Source: an optimization exercise on an open RTL-to-GDS flow (aim: small area, a short achievable clock period and few clock cycles). Production flows keep margins and buffers that such runs may drop.
Where RTL was checked, it was by simulation tests only, not by an equivalence proof against the original.
The RTL of run 3 was laid out without a check of its function.
No activity file was given, so power comes from the tool's default toggle rates.

## flow/design.v (module list and top-level ports; edited modules follow where they fit)
// module mul_stage1: 2248 lines
// module mul_stage2: 425 lines
// module mac_engine: 16 lines
// module attn_top: 178 lines
module attn_top (
  input  logic clk,
  input  logic reset_n,
  input  logic dut_valid,
  output logic dut_ready,
  output logic [16-1:0] sram_input_read_address,
  input  logic [32-1:0] sram_input_read_data,
  output logic [16-1:0] sram_weight_read_address,
  input  logic [32-1:0] sram_weight_read_data,
  output logic [16-1:0] sram_result_read_address,
  input  logic [32-1:0] sram_result_read_data,
  output logic                    sram_result_write_enable,
  output logic [16-1:0] sram_result_write_address,
  output logic [32-1:0] sram_result_write_data,
  output logic [16-1:0] sram_scratchpad_read_address,
  input  logic [32-1:0] sram_scratchpad_read_data,
  output logic                    sram_scratchpad_write_enable,
  output logic [16-1:0] sram_scratchpad_write_address,
  output logic [32-1:0] sram_scratchpad_write_data
);
  // ...
==> flow/run.sh <==
#!/bin/bash
# synth_recipe.tcl (not shown) runs the flow's synth.tcl, then flattens the netlist and writes it again
# the make line also repeats each setting of config.mk as NAME=value (left out here)
make -C /OpenROAD-flow-scripts/flow DESIGN_CONFIG=/design/flow/config.mk WORK_HOME=/design/flow/orfs CLKGATE_MAP_FILE= SYNTH_SCRIPT=/design/flow/synth_recipe.tcl finish
==> flow/config.mk <==
export PLATFORM = sky130hd
export DESIGN_NAME = attn_top
export DESIGN_NICKNAME = attn_top
export VERILOG_FILES = /design/flow/design.v
export SDC_FILE = /design/flow/constraint.sdc
export NUM_CORES = 4
export LEC_CHECK = 0
export CAP_MARGIN = 20
export CORE_MARGIN = 2
export CORE_UTILIZATION = 40
export SLEW_MARGIN = 20
==> flow/constraint.sdc <==
create_clock -name core_clock -period 16.0 [get_ports {clk}]
set_input_delay 3.2000 -clock core_clock [delete_from_list [all_inputs] [get_ports {clk}]]
set_output_delay 3.2000 -clock core_clock [all_outputs]
set_load 0.01 [all_outputs]
==> summary.txt, run 1 <==
Routing
  • DR DRC count: 0
  • Met3 Wirelength: 6340 um

Final layout
  • Filler cell count: 6570
  • Final instance area: 33550 um2
  • Largest cell class: multi-input combinational cells
  • Fraction of area in multi-input gates: 55.07%

Run status
  • Status: no timing/DRC/antenna violations

Die
  • Starting density of the core: about 40%
  • Die area: 74280 um2

GRT
  • Number of global-route vias before repair: 22070
  • Initial antenna violation count: 6

Critical path
  • Worst Setup SP: a_addr[0]
  • Critical path buffer and inverter count: 1
  • R2R Path End: u_engine.acc[30]
  • Kind of critical path: flip-flop to output pin
  • Worst reg2reg setup slack: around 11000 ps
  • Setup crit end: sram_input_read_address[0]
  • Arrival @ worst endpoint: 1780 ps

Logic synthesis
  • Mux contribution to synthesized area: ~4.2%
  • Post-Synth XOR/XNOR Area: 4.615%
  • Post-Syn Area: 28850 um2
  • Post-synthesis simple-gate area fraction: 16.41%

Place
  • Pre-CTS setup slack: around 11000 ps
  • DP Cell Count: ~3900

Worst hold path
  • Hold Crit Depth: 0

STA
  • Period utilisation layout: 31.10%
  • Worst slew pin tran: about 1200 ps
Testbench counts, summed over its fixed seeds: cycles 256,787.
==> run 2: changes to the inputs <==
==> flow/flow/run.sh (new file) <==
#!/bin/bash
set -euo pipefail
export BUFFER_PORTS_ARGS="-buffer_cell sky130_fd_sc_hd__buf_2"
export SETUP_SLACK_MARGIN=11.2
bash standard.sh > standard.log 2>&1
==> flow/standard.sh (new file) <==
#!/bin/bash
# synth_recipe.tcl (not shown) runs the flow's synth.tcl, then flattens the netlist and writes it again
# the make line also repeats each setting of config.mk as NAME=value (left out here)
make -C /OpenROAD-flow-scripts/flow DESIGN_CONFIG=/design/flow/config.mk WORK_HOME=/design/flow/orfs CLKGATE_MAP_FILE= SYNTH_SCRIPT=/design/flow/synth_recipe.tcl "${@:-finish}"
removed: flow/run.sh
==> summary.txt, run 2 <==
Run status
  • Status: no timing/DRC/antenna violations (unchanged)

Routing
  • Wire per inst: 20.23 um (was 20.73 um)
  • First-pass DRT Iterations: 5 (unchanged)
  • ANT nets after route: 0 (unchanged)
  • DR iter-0 viols: 1205 (was 1301)
  • Wirelength, routed: 79890 um (was 81730 um)
  • Vias per cell: 5.082 (was 5.087)
  • DR DRC count: 0 (unchanged)
  • Via Count: 20070 (was 20060)

Worst hold path
  • Hold EP: f3 (was l2)
  • Hold WC Path Type: flip-flop to flip-flop (unchanged)
  • Hold Crit Depth: 0 (unchanged)
  • Hold Crit Start: f2 (was l1)

Critical path
  • CP Depth: 1 (unchanged)
  • Critical path buffer and inverter count: 1 (unchanged)
  • Worst R2R Path Depth: 12 (unchanged)
  • CP cell instances: buf_2 (was clkdlybuf4s50_1)
  • Kind of critical path: flip-flop to output pin (unchanged)
  • Worst reg2reg setup slack: 11560 ps (was 11210 ps)
  • Worst Setup SP: a_addr[0] (unchanged)
  • CP Capture Type: output pin (unchanged)
  • Slowest stage delay, CP: 550 ps (was 610 ps)
  • CP max FO: 9 (unchanged)
  • Critical path's top delay family: flip-flops (was buffers and inverters)
  • Worst reg2reg path startpoint: u_engine.r[10] (unchanged)
  • Worst Path Required: 12800 ps (about the same)
  • Arrival @ worst endpoint: 1370 ps (was 1780 ps)
  • Critical path's slowest cell: dfrtp_1 (was clkdlybuf4s50_1)
  • R2R Path End: u_engine.acc[30] (unchanged)
  • Startpoint types: flip-flop (unchanged)

Pwr
  • Total design power: 7361 uW (was 7455 uW)
  • Clock network power share: 15.1% (was 14.5%)
  • VDD IR max: 0.0002283 V (was 0.0002957 V)
  • Sequential Power Share: 18.9% (about the same)
  • Switch share: 45.42% (was 45.14%)
  • Leak: 0.01514 uW (was 0.01494 uW)
  • Combinational power share: 66.0% (was 66.6%)
  • Sw Pwr: 3343 uW (was 3365 uW)
  • Pwr/cell area: 228.1 nW/um2 (was 222.2 nW/um2)
  • P_int: 4018 uW (was 4090 uW)

GRT
  • Number of global-route vias before repair: 21710 (was 22070)
  • Initial antenna violation count: 8 (was 6)
  • Total track usage: 21.83% (was 22.42%)
  • Global route overflow: 0 (unchanged)
  • First-pass GRT wire length: 125200 um (was 128000 um)
  • Largest net degree at the start of global routing: 91 (was 96)

STA
  • Unrepaired setup endpoints after global routing: no (unchanged)
  • Final setup viols: 0 (unchanged)
  • Fmax: 219.0 MHz (was 200.9 MHz)
  • Fin. Hold Viols: 0 (unchanged)
  • Slew HR: 21.38% (was 22.24%)
  • Pins over their slew limit: 0 (unchanged)
  • Period minus WS final: 4566 ps (was 4977 ps)
  • Setup TNS: 0 ps (unchanged)
  • Period utilisation layout: 28.53% (was 31.10%)
  • WHS: 347.2 ps (was 348.3 ps)
  • Worst slew pin tran: 1178 ps (was 1165 ps)
  • Worst Skew: 39.37 ps (was 22.04 ps)

Die
  • Site Rows: 98 (unchanged)
  • Die area: 74280 um2 (unchanged)
  • Die width: 272.5 um (unchanged)
  • Die height: 272.5 um (unchanged)
  • Starting density of the core: 40.35% (unchanged)
  • Num ports: 294 (unchanged)
  • Core Region: 71490 um2 (unchanged)

Logic synthesis
  • #FFs+latches synth: 365 (unchanged)
  • Async set-reset flop share out of synthesis: 40.27% (unchanged)
  • Synthesized area per cell: 10.33 um2 (unchanged)
  • Yosys warning total: 2 (unchanged)
  • Most common cell in the netlist: fa_1 (unchanged)
  • Area share of the largest cell type after synthesis: 30.26% (unchanged)
  • EDFF count, synth: 0 (unchanged)
  • Post-Syn Instances: 2793 (unchanged)
  • Seq/Total Area, Yosys: 27.89% (unchanged)
  • Cell taking the most area after synthesis: fa_1 (unchanged)
  • Post-Syn Area: 28850 um2 (unchanged)
  • Leading cell types by total area after synthesis: fa_1, dfxtp_1, dfrtp_1, and2_1, inv_1 (unchanged)
  • Distinct cells, synth: 70 (unchanged)
  • Synth cell count leaders: fa_1, and2_1, inv_1 (unchanged)
  • Dominant synthesized flop cell: dfxtp_1 (unchanged)

Final layout
  • # nets final: 3601 (was 3597)
  • Area grow syn2layout: 11.87% (was 16.32%)
  • Most flop-heavy register: u_engine.r (unchanged)
  • Most common cell after layout, fill and taps aside: fa_1 (unchanged)
  • Commonest non-fill, non-tap cells in the layout: fa_1, and2_1, inv_1 (unchanged)
  • Multi-input gate area: 18470 um2 (was 18480 um2)
  • Filler cell count: 6750 (was 6570)
  • Reg area: 8053 um2 (was 8059 um2)
  • Layout cells sized above 1: 16.62% (was 7.453%)
  • Largest register FFs: 122 (unchanged)

Clock tree
  • Sink Count: 365 (unchanged)
  • CTS Root Cell: clkbuf_16 (unchanged)
  • Clk slew on worst S/H paths: 60 ps (about the same)
  • Clock insertion delay at the later pin of the skew report: 610 ps (was 620 ps)
  • CTS Buffer Depth: 3 (unchanged)
  • # H-tree levels: 2 (unchanged)
  • TritonCTS buffer count: 44 (was 43)
  • CTS tree: built (unchanged)

Place
  • Buffers added on ports: 277 (unchanged)
  • Placer Congestion: 0.8720 (was 0.8950)
  • Post-DP HPWL: 57440 um (was 57390 um)

Run
  • Max-cap violations: 0 (unchanged)
==> run 2: cell families (layout without fill, tap and decap cells) <==
kind of cell | after synthesis | in the layout | synth area share [%]
DFF | 365 | 365 | 27.89
AOI/OAI and AO/OA | 228 | 228 | 5.123
muxes | 107 | 107 | 4.216
adders and majority gates | 509 | 509 | 33.43
other | 1 | 18 | 0.01300
buffers and inverters | 546 | 735 | 8.307
xor gates and xnor gates | 152 | 152 | 4.615
and+or+nand+nor | 885 | 885 | 16.41
==> run 2: worst reg2reg max path, delay by kind of cell (launching register included) <==
| family | cells | cell delay, ps |
|---|---|---|
| AO/OA/AOI/OAI | 7 | 2020 |
| XOR/XNOR | 1 | 160 |
| adder cells (fa/ha/maj) | 4 | 1830 |
| flip-flops | 1 | 310 |
==> run 2: worst max path at each step <==
stage,endpoint,slack (ps)
6_report,sram_input_read_address[0],11430
5_1_grt,u_engine.acc[30],11270
4_1_cts,u_engine.acc[30],11270
3_5_place_dp,s1,11240
3_3_place_gp,s1,11290
2_1_floorplan,u_engine.r[113],11930
==> run 2: area by class of cell <==
class	count	area share [%]
multi-input cells	1897	57.23
flip-flops and latches	365	24.95
repair buffers	308	5.037
inverters	345	4.013
clock buffers	58	3.823
well taps	950	3.683
clock inverters	24	1.245
diodes	2	0.01551
==> run 2: metrics by stage <==
| step | utilization (%) | setup slack, ps | area (um2) | std cells |
|---|---|---|---|---|
| after floorplan | - | 11930 | 28900 | 2808 |
| after global placement | 42.84 | 11290 | 30630 | 3865 |
| after detailed placement | 42.84 | 11240 | 30630 | 3865 |
| after CTS | 45.13 | 11270 | 32260 | 3947 |
| after global routing | 45.13 | 11270 | 32260 | 3947 |
| final | 45.14 | 11430 | 32270 | 3949 |
==> run 2: timing repair <==
action,in CTS,in global routing
setup buffers,0,0
hold buffers,0,0
hold endpoints to repair,0,0
resized for setup,0,1
endpoints found under the setup margin,0,3
==> run 2: metal layers <==
metal	share of wire, %	track usage [%]
met5	0.11	0
met2	47	36.15
met4	2.8	6.319
met3	6.8	4.112
met1	43	29.21
==> run 2: power groups by stage <==
stage,clock network [uW],logic (uW),registers [uW]
floorplan,0,3680,1360
global placement,0,4690,1410
detailed placement,0,4850,1410
CTS,1140,4880,1400
global route,1170,5470,1420
finish,1110,4860,1390
==> module attn_top, before the edit <==
module attn_top (
  input  logic clk,
  input  logic reset_n,
  input  logic dut_valid,
  output logic dut_ready,
  output logic [16-1:0] sram_input_read_address,
  input  logic [32-1:0] sram_input_read_data,
  output logic [16-1:0] sram_weight_read_address,
  input  logic [32-1:0] sram_weight_read_data,
  output logic [16-1:0] sram_result_read_address,
  input  logic [32-1:0] sram_result_read_data,
  output logic                    sram_result_write_enable,
  output logic [16-1:0] sram_result_write_address,
  output logic [32-1:0] sram_result_write_data,
  output logic [16-1:0] sram_scratchpad_read_address,
  input  logic [32-1:0] sram_scratchpad_read_data,
  output logic                    sram_scratchpad_write_enable,
  output logic [16-1:0] sram_scratchpad_write_address,
  output logic [32-1:0] sram_scratchpad_write_data
);
  logic       dims_wait;    
  logic [6:0] n_dim, d_dim, e_dim;
  logic        running;
  logic [1:0]  pass;
  logic [5:0]  i_cnt, j_cnt, k_cnt;
  logic [12:0] a_addr, a_row;     
  logic [13:0] b_addr, b_start;   
  logic v1, f1, l1, s1, k1, q1, z1;
  logic v2, f2, l2, s2, k2, q2, z2;
  logic v3, f3, l3, k3, q3, z3;
  logic q4, z4;
  logic [31:0] op_a, op_b, acc;
  logic        res_we, scr_we;
  logic [13:0] res_wa;
  logic [11:0] scr_wa;
  logic       is_s;
  logic [6:0] len_k, len_j;
  logic [6:0] k_nxt, j_nxt, i_nxt;
  logic       last_k, last_j, last_i;
  logic       stall, issue;
  assign is_s   = (pass == 2'd3);
  assign len_k  = is_s ? e_dim : d_dim;
  assign len_j  = is_s ? n_dim : e_dim;
  assign k_nxt  = {1'b0, k_cnt} + 7'd1;
  assign j_nxt  = {1'b0, j_cnt} + 7'd1;
  assign i_nxt  = {1'b0, i_cnt} + 7'd1;
  assign last_k = (k_nxt == len_k);
  assign last_j = (j_nxt == len_j);
  assign last_i = (i_nxt == n_dim);
  assign stall = is_s && (i_cnt == 6'd0) && (j_cnt == 6'd0) && (k_cnt == 6'd0) &&
                 (q1 || q2 || q3 || q4);
  assign issue = running && !stall;
  always_ff @(posedge clk or negedge reset_n) begin
    if (!reset_n) begin
      dut_ready <= 1'b1;
      dims_wait <= 1'b0;
      n_dim <= 7'd0;
      d_dim <= 7'd0;
      e_dim <= 7'd0;
      running <= 1'b0;
      pass <= 2'd0;
      i_cnt <= 6'd0;
      j_cnt <= 6'd0;
      k_cnt <= 6'd0;
      a_addr <= 13'd0;
      a_row <= 13'd0;
      b_addr <= 14'd0;
      b_start <= 14'd0;
      {v1, f1, l1, s1, k1, q1, z1} <= '0;
      {v2, f2, l2, s2, k2, q2, z2} <= '0;
      {v3, f3, l3, k3, q3, z3} <= '0;
      {q4, z4} <= '0;
      res_we <= 1'b0;
      scr_we <= 1'b0;
      res_wa <= 14'd0;
      scr_wa <= 12'd0;
    end else begin
      dims_wait <= 1'b0;
      if (dut_ready && dut_valid) begin
        dut_ready <= 1'b0;
        dims_wait <= 1'b1;
      end else if (z4) begin
        dut_ready <= 1'b1;
      end
      if (dims_wait) begin
        n_dim <= sram_input_read_data[16 +: 7];
        d_dim <= sram_input_read_data[6:0];
        e_dim <= sram_weight_read_data[6:0];
        running <= 1'b1;
        pass <= 2'd0;
        i_cnt <= 6'd0;
        j_cnt <= 6'd0;
        k_cnt <= 6'd0;
        a_addr <= 13'd1;
        a_row <= 13'd1;
        b_addr <= 14'd1;
        b_start <= 14'd1;
      end else if (issue) begin
        if (!last_k) begin
          k_cnt <= k_nxt[5:0];
          a_addr <= a_addr + 13'd1;
          b_addr <= b_addr + 14'd1;
        end else begin
          k_cnt <= 6'd0;
          if (!last_j) begin
            j_cnt <= j_nxt[5:0];
            a_addr <= a_row;
            b_addr <= b_addr + 14'd1;
          end else begin
            j_cnt <= 6'd0;
            if (!last_i) begin
              i_cnt <= i_nxt[5:0];
              a_row <= a_addr + 13'd1;
              a_addr <= a_addr + 13'd1;
              b_addr <= b_start;
            end else begin
              i_cnt <= 6'd0;
              pass <= pass + 2'd1;
              if (pass[1] == 1'b0) begin
                a_row <= 13'd1;
                a_addr <= 13'd1;
                b_addr <= b_addr + 14'd1;
                b_start <= b_addr + 14'd1;
              end else begin
                a_row <= 13'd0;
                a_addr <= 13'd0;
                b_addr <= 14'd0;
                b_start <= 14'd0;
                if (pass == 2'd3) running <= 1'b0;
              end
            end
          end
        end
      end
      v1 <= issue;
      f1 <= (k_cnt == 6'd0);
      l1 <= last_k;
      s1 <= is_s;
      k1 <= issue && (pass == 2'd1);
      q1 <= issue && !pass[1];
      z1 <= issue && is_s && last_k && last_j && last_i;
      {v2, f2, l2, s2, k2, q2, z2} <= {v1, f1, l1, s1, k1, q1, z1};
      {v3, f3, l3, k3, q3, z3} <= {v2, f2, l2, k2, q2, z2};
      q4 <= q3;
      z4 <= z3;
      res_we <= v3 && l3;
      scr_we <= v3 && l3 && k3;
      if (dims_wait) begin
        res_wa <= 14'd0;
        scr_wa <= 12'd0;
      end else begin
        if (res_we) res_wa <= res_wa + 14'd1;
        if (scr_we) scr_wa <= scr_wa + 12'd1;
      end
    end
  end
  always_ff @(posedge clk) begin
    op_a <= s1 ? sram_result_read_data : sram_input_read_data;
    op_b <= s1 ? sram_scratchpad_read_data : sram_weight_read_data;
  end
  mac_engine u_engine (
    .clk   (clk),
    .a     (op_a),
    .b     (op_b),
    .first (f3),
    .acc   (acc)
  );
  assign sram_input_read_address = {3'd0, a_addr};
  assign sram_result_read_address = {3'd0, a_addr};
  assign sram_weight_read_address = {2'd0, b_addr};
  assign sram_scratchpad_read_address = {2'd0, b_addr};
  assign sram_result_write_enable = res_we;
  assign sram_result_write_address = {2'd0, res_wa};
  assign sram_result_write_data = acc;
  assign sram_scratchpad_write_enable = scr_we;
  assign sram_scratchpad_write_address = {4'd0, scr_wa};
  assign sram_scratchpad_write_data = acc;
endmodule
==> run 3: changes to the inputs <==
--- a/flow/design.v
+++ b/flow/design.v
@@ -2763,2 +2763,65 @@
   assign issue = running && !stall;
+  logic        running_nx;
+  logic [1:0]  pass_nx;
+  logic [5:0]  i_nx, j_nx, k_nx;
+  logic [12:0] a_addr_nx, a_row_nx;
+  logic [13:0] b_addr_nx, b_start_nx;
+  always_comb begin
+    running_nx = running;
+    pass_nx = pass;
+    i_nx = i_cnt;
+    j_nx = j_cnt;
+    k_nx = k_cnt;
+    a_addr_nx = a_addr;
+    a_row_nx = a_row;
+    b_addr_nx = b_addr;
+    b_start_nx = b_start;
+    if (dims_wait) begin
+      running_nx = 1'b1;
+      pass_nx = 2'd0;
+      i_nx = 6'd0;
+      j_nx = 6'd0;
+      k_nx = 6'd0;
+      a_addr_nx = 13'd1;
+      a_row_nx = 13'd1;
+      b_addr_nx = 14'd1;
+      b_start_nx = 14'd1;
+    end else if (issue) begin
+      if (!last_k) begin
+        k_nx = k_nxt[5:0];
+        a_addr_nx = a_addr + 13'd1;
+        b_addr_nx = b_addr + 14'd1;
+      end else begin
+        k_nx = 6'd0;
+        if (!last_j) begin
+          j_nx = j_nxt[5:0];
+          a_addr_nx = a_row;
+          b_addr_nx = b_addr + 14'd1;
+        end else begin
+          j_nx = 6'd0;
+          if (!last_i) begin
+            i_nx = i_nxt[5:0];
+            a_row_nx = a_addr + 13'd1;
+            a_addr_nx = a_addr + 13'd1;
+            b_addr_nx = b_start;
+          end else begin
+            i_nx = 6'd0;
+            pass_nx = pass + 2'd1;
+            if (pass[1] == 1'b0) begin
+              a_row_nx = 13'd1;
+              a_addr_nx = 13'd1;
+              b_addr_nx = b_addr + 14'd1;
+              b_start_nx = b_addr + 14'd1;
+            end else begin
+              a_row_nx = 13'd0;
+              a_addr_nx = 13'd0;
+              b_addr_nx = 14'd0;
+              b_start_nx = 14'd0;
+              if (pass == 2'd3) running_nx = 1'b0;
+            end
+          end
+        end
+      end
+    end
+  end
   always_ff @(posedge clk or negedge reset_n) begin
@@ -2767,17 +2830,8 @@
       dims_wait <= 1'b0;
-      n_dim <= 7'd0;
-      d_dim <= 7'd0;
-      e_dim <= 7'd0;
       running <= 1'b0;
-      pass <= 2'd0;
-      i_cnt <= 6'd0;
-      j_cnt <= 6'd0;
-      k_cnt <= 6'd0;
       a_addr <= 13'd0;
-      a_row <= 13'd0;
       b_addr <= 14'd0;
-      b_start <= 14'd0;
-      {v1, f1, l1, s1, k1, q1, z1} <= '0;
-      {v2, f2, l2, s2, k2, q2, z2} <= '0;
-      {v3, f3, l3, k3, q3, z3} <= '0;
+      {v1, k1, q1, z1} <= '0;
+      {v2, k2, q2, z2} <= '0;
+      {v3, k3, q3, z3} <= '0;
       {q4, z4} <= '0;
@@ -2785,4 +2839,2 @@
       scr_we <= 1'b0;
-      res_wa <= 14'd0;
-      scr_wa <= 12'd0;
     end else begin
@@ -2795,56 +2847,6 @@
       end
-      if (dims_wait) begin
-        n_dim <= sram_input_read_data[16 +: 7];
-        d_dim <= sram_input_read_data[6:0];
-        e_dim <= sram_weight_read_data[6:0];
-        running <= 1'b1;
-        pass <= 2'd0;
-        i_cnt <= 6'd0;
-        j_cnt <= 6'd0;
-        k_cnt <= 6'd0;
-        a_addr <= 13'd1;
-        a_row <= 13'd1;
-        b_addr <= 14'd1;
-        b_start <= 14'd1;
-      end else if (issue) begin
-        if (!last_k) begin
-          k_cnt <= k_nxt[5:0];
-          a_addr <= a_addr + 13'd1;
-          b_addr <= b_addr + 14'd1;
-        end else begin
-          k_cnt <= 6'd0;
-          if (!last_j) begin
-            j_cnt <= j_nxt[5:0];
-            a_addr <= a_row;
-            b_addr <= b_addr + 14'd1;
-          end else begin
-            j_cnt <= 6'd0;
-            if (!last_i) begin
-              i_cnt <= i_nxt[5:0];
-              a_row <= a_addr + 13'd1;
-              a_addr <= a_addr + 13'd1;
-              b_addr <= b_start;
-            end else begin
-              i_cnt <= 6'd0;
-              pass <= pass + 2'd1;
-              if (pass[1] == 1'b0) begin
-                a_row <= 13'd1;
-                a_addr <= 13'd1;
-                b_addr <= b_addr + 14'd1;
-                b_start <= b_addr + 14'd1;
-              end else begin
-                a_row <= 13'd0;
-                a_addr <= 13'd0;
-                b_addr <= 14'd0;
-                b_start <= 14'd0;
-                if (pass == 2'd3) running <= 1'b0;
-              end
-            end
-          end
-        end
-      end
+      running <= running_nx;
+      a_addr <= a_addr_nx;
+      b_addr <= b_addr_nx;
       v1 <= issue;
-      f1 <= (k_cnt == 6'd0);
-      l1 <= last_k;
-      s1 <= is_s;
       k1 <= issue && (pass == 2'd1);
@@ -2852,15 +2854,32 @@
       z1 <= issue && is_s && last_k && last_j && last_i;
-      {v2, f2, l2, s2, k2, q2, z2} <= {v1, f1, l1, s1, k1, q1, z1};
-      {v3, f3, l3, k3, q3, z3} <= {v2, f2, l2, k2, q2, z2};
-      q4 <= q3;
-      z4 <= z3;
+      {v2, k2, q2, z2} <= {v1, k1, q1, z1};
+      {v3, k3, q3, z3} <= {v2, k2, q2, z2};
+      {q4, z4} <= {q3, z3};
       res_we <= v3 && l3;
       scr_we <= v3 && l3 && k3;
-      if (dims_wait) begin
-        res_wa <= 14'd0;
-        scr_wa <= 12'd0;
-      end else begin
-        if (res_we) res_wa <= res_wa + 14'd1;
-        if (scr_we) scr_wa <= scr_wa + 12'd1;
-      end
+    end
+  end
+  always_ff @(posedge clk) begin
+    if (dims_wait) begin
+      n_dim <= sram_input_read_data[16 +: 7];
+      d_dim <= sram_input_read_data[6:0];
+      e_dim <= sram_weight_read_data[6:0];
+    end
+    pass <= pass_nx;
+    i_cnt <= i_nx;
+    j_cnt <= j_nx;
+    k_cnt <= k_nx;
+    a_row <= a_row_nx;
+    b_start <= b_start_nx;
+    f1 <= (k_cnt == 6'd0);
+    l1 <= last_k;
+    s1 <= is_s;
+    {f2, l2, s2} <= {f1, l1, s1};
+    {f3, l3} <= {f2, l2};
+    if (dims_wait) begin
+      res_wa <= 14'd0;
+      scr_wa <= 12'd0;
+    end else begin
+      if (res_we) res_wa <= res_wa + 14'd1;
+      if (scr_we) scr_wa <= scr_wa + 12'd1;
     end
==> flow/flow/run.sh (replaced) <==
#!/bin/bash
set -euo pipefail
export BUFFER_PORTS_ARGS="-buffer_cell sky130_fd_sc_hd__buf_2"
export SETUP_SLACK_MARGIN=11.6
bash standard.sh > standard.log 2>&1
==> summary.txt, run 3 <==
Run status
  • Status: no timing/DRC/antenna violations (unchanged)

Worst hold path
  • Hold WC Path Type: flip-flop to flip-flop (unchanged)
  • Hold Crit Start: l2 (was f2)

Final layout
  • Commonest non-fill, non-tap cells in the layout: fa_1, and2_1, inv_1 (unchanged)
  • Reg area: 7799 um2 (was 8053 um2)
  • Multi-input gate area: 18130 um2 (was 18470 um2)
  • Layout cells sized above 1: 18.72% (was 16.62%)
  • Filler cell count: 6531 (was 6750)
  • Final instance area: 31880 um2 (was 32270 um2)
  • Largest register FFs: 122 (unchanged)
  • # nets final: 3535 (was 3601)
  • Non-Filler Instances: 3868 (was 3949)
  • Area grow syn2layout: 13.84% (was 11.87%)
  • Most flop-heavy register: u_engine.r (unchanged)
  • Most common cell after layout, fill and taps aside: fa_1 (unchanged)

Place
  • DP Cell Count: 3754 (was 3865)
  • Placed cell area: 29790 um2 (was 30630 um2)
  • Placer Congestion: 0.8721 (was 0.8720)
  • Buffers added on ports: 277 (unchanged)
  • Post-DP HPWL: 54780 um (was 57440 um)

Critical path
  • Worst Path Required: 12800 ps (about the same)
  • Slowest stage delay, CP: 540 ps (was 550 ps)
  • Worst Setup SP: dut_ready (was a_addr[0])
  • Worst reg2reg path startpoint: u_engine.r[42] (was u_engine.r[10])
  • Critical path's top delay family: flip-flops (unchanged)
  • Critical path's slowest cell: dfstp_2 (was dfrtp_1)
  • CP cell instances: buf_6 (was buf_2)
  • CP max FO: 2 (was 9)
  • Arrival @ worst endpoint: 1240 ps (was 1370 ps)
  • Startpoint types: flip-flop (unchanged)
  • Critical path buffer and inverter count: 1 (unchanged)
  • CP Capture Type: output pin (unchanged)
  • Kind of critical path: flip-flop to output pin (unchanged)

Pwr
  • Combinational power share: 67.9% (was 66.0%)
  • Clock network power share: 13.4% (was 15.1%)
  • VDD IR max: 0.0002641 V (was 0.0002283 V)
  • Switch share: 45.05% (was 45.42%)
  • Sequential Power Share: 18.7% (was 18.9%)
  • Leak: 0.01451 uW (was 0.01514 uW)
  • Sw Pwr: 3306 uW (was 3343 uW)
  • Pwr/cell area: 230.2 nW/um2 (was 228.1 nW/um2)
  • P_int: 4032 uW (was 4018 uW)

Logic synthesis
  • Async set-reset flop share out of synthesis: 12.60% (was 40.27%)
  • EDFF count, synth: 21 (was 0)
  • Post-Syn Instances: 2696 (was 2793)
  • Cell taking the most area after synthesis: fa_1 (unchanged)
  • Synthesized area per cell: 10.39 um2 (was 10.33 um2)
  • Synth cell count leaders: fa_1, and2_1, inv_1 (unchanged)
  • Post-Syn Area: 28000 um2 (was 28850 um2)
  • Dominant synthesized flop cell: dfxtp_1 (unchanged)
  • Leading cell types by total area after synthesis: fa_1, dfxtp_1, and2_1, inv_1, dfrtp_1 (was fa_1, dfxtp_1, dfrtp_1, and2_1, inv_1)
  • Area share of the largest cell type after synthesis: 31.17% (was 30.26%)
  • Yosys warning total: 2 (unchanged)
  • Most common cell in the netlist: fa_1 (unchanged)
  • #FFs+latches synth: 365 (unchanged)
  • Seq/Total Area, Yosys: 27.67% (was 27.89%)
  • Distinct cells, synth: 78 (was 70)

Die
  • Site Rows: 97 (was 98)
  • Die height: 268.6 um (was 272.5 um)
  • Die area: 72140 um2 (was 74280 um2)
  • Num ports: 294 (unchanged)
  • Die width: 268.6 um (was 272.5 um)
  • Core Region: 69660 um2 (was 71490 um2)
  • Starting density of the core: 40.20% (was 40.35%)

Run
  • Max-cap violations: 0 (unchanged)

Clock tree
  • Clk slew on worst S/H paths: 60 ps (about the same)
  • Clock insertion delay at the later pin of the skew report: 610 ps (about the same)
  • CTS Root Cell: clkbuf_16 (unchanged)
  • TritonCTS buffer count: 41 (was 44)
  • CTS Buffer Depth: 3 (unchanged)
  • CTS tree: built (unchanged)
  • # H-tree levels: 2 (unchanged)
  • Sink Count: 365 (unchanged)

Routing
  • DR iter-0 viols: 1069 (was 1205)
  • Wirelength, routed: 78350 um (was 79890 um)
  • First-pass DRT Iterations: 5 (unchanged)
  • Vias per cell: 5.062 (was 5.082)
  • DR DRC count: 0 (unchanged)
  • Wire per inst: 20.25 um (was 20.23 um)
  • ANT nets after route: 0 (unchanged)
  • Via Count: 19580 (was 20070)

STA
  • Worst Skew: 23.51 ps (was 39.37 ps)
  • Final setup viols: 0 (unchanged)
  • Unrepaired setup endpoints after global routing: yes (was no)
  • Worst slew pin tran: 1130 ps (was 1178 ps)
  • Slew HR: 24.59% (was 21.38%)
  • Fin. Hold Viols: 0 (unchanged)
  • Setup TNS: 0 ps (unchanged)
  • Period utilisation layout: 27.76% (was 28.53%)
  • Period minus WS final: 4441 ps (was 4566 ps)
  • Fmax: 225.2 MHz (was 219.0 MHz)
  • Pins over their slew limit: 0 (unchanged)

GRT
  • First-pass GRT wire length: 123500 um (was 125200 um)
  • Global route overflow: 0 (unchanged)
  • Initial antenna violation count: 2 (was 8)
  • Total track usage: 22.58% (was 21.83%)
  • Number of global-route vias before repair: 21810 (was 21710)
  • Largest net degree at the start of global routing: 96 (was 91)
## run 3: cell type report
cell class | instances | share of cell area (%)
repair buffers | 346 | 6.524
clock inverters | 23 | 0.9577
inverters | 340 | 4.004
multi-input cells | 1801 | 56.88
diodes | 1 | 0.007850
flip-flops and latches | 365 | 24.47
clock buffers | 52 | 3.474
well taps | 940 | 3.690
## run 3: through the flow
stage | power (uW) | utilization [%] | hold WS (ps) | setup slack [ps]
3_5_place_dp | 5948 | 42.76 | 312.1 | 11290
6_report | 7337 | 45.76 | 329.3 | 11560
3_3_place_gp | 5834 | 42.76 | 313.6 | 11380
2_1_floorplan | 4800 | - | 309.6 | 11890
4_1_cts | 7150 | 45.45 | 331.4 | 11500
5_1_grt | 8032 | 45.76 | 333.8 | 11520
## run 3: what timing repair did
item / CTS / global route
endpoints found under the setup margin: 71 / 74
cloned: 0 / 0
gates resized for setup: 61 / 31
pin swaps: 5 / 13
hold buffers: 0 / 0
setup buffers: 29 / 9
## run 3: logic make-up (layout without fill, tap and decap cells)
group,Yosys count,in the layout,share of synthesized area (%)
flops,365,365,27.67
fa+ha+maj,509,509,34.43
mux,86,86,3.374
compound gates,199,199,4.768
buf+inv,545,761,8.396
other cells,1,17,0.01339
simple gates,828,828,16.05
xor+xnor,163,163,5.295
## run 3: worst paths after layout
path	to	slack [ps]	cells past startpoint
worst max-delay path	dut_ready	11560	1
worst min-delay path	l3	330	0
worst max register to register	u_engine.acc[29]	11670	12
worst min register to register	l3	330	0
max in group asynchronous	a_addr[3]	12920	1
min in group asynchronous	a_addr[12]	2600	1
## run 3: power by group through the flow
stage | clock, uW | combinational (uW) | sequential [uW]
3_3_place_gp | 0 | 4440 | 1400
6_report | 981 | 4980 | 1370
5_1_grt | 1040 | 5590 | 1400
2_1_floorplan | 0 | 3450 | 1350
3_5_place_dp | 0 | 4540 | 1400
4_1_cts | 1010 | 4760 | 1380
## run 3: per-layer routing
layer | track usage (%) | share of wire, %
met1 | 27.80 | 39
met2 | 39.62 | 50
met3 | 3.224 | 6.3
met4 | 9.459 | 4.2
met5 | 0 | 0.018

-- what the ideal ports hide --
No port has a modelled driver above. Below, the same layouts with a new extraction and two added sets of constraints. Step 1 (the two cells are an assumption about what drives the block):
set clk [get_ports {clk}]
set_driving_cell -lib_cell sky130_fd_sc_hd__clkbuf_16 $clk
set_driving_cell -lib_cell sky130_fd_sc_hd__buf_2 [delete_from_list [all_inputs] $clk]
Step 2 also shifts input and output timing later by t, the mid clock arrival at the registers, as if the neighbouring blocks saw the same clock. Three values: no drivers, after step 1, after step 2; two values: the first two.
run | t (ns) | slack for setup (ns) | slew at the worst register clock pin (ns) | cell pins on the clock port's net
run 1 | 0.666 | 11.023 / 10.962 / 11.205 | 0.06 / 0.06 | 1
run 2 | 0.657 | 11.435 / 11.369 / 11.332 | 0.06 / 0.06 | 1
run 3 | 0.659 | 11.559 / 11.494 / 11.668 | 0.07 / 0.07 | 1
After both steps setup and hold are still met in every run listed. For run 2, which loses most, drivers alone change the setup slack by -0.066 ns; drivers and shift together by -0.103 ns. The worst setup slack also covers recovery checks on asynchronous resets.
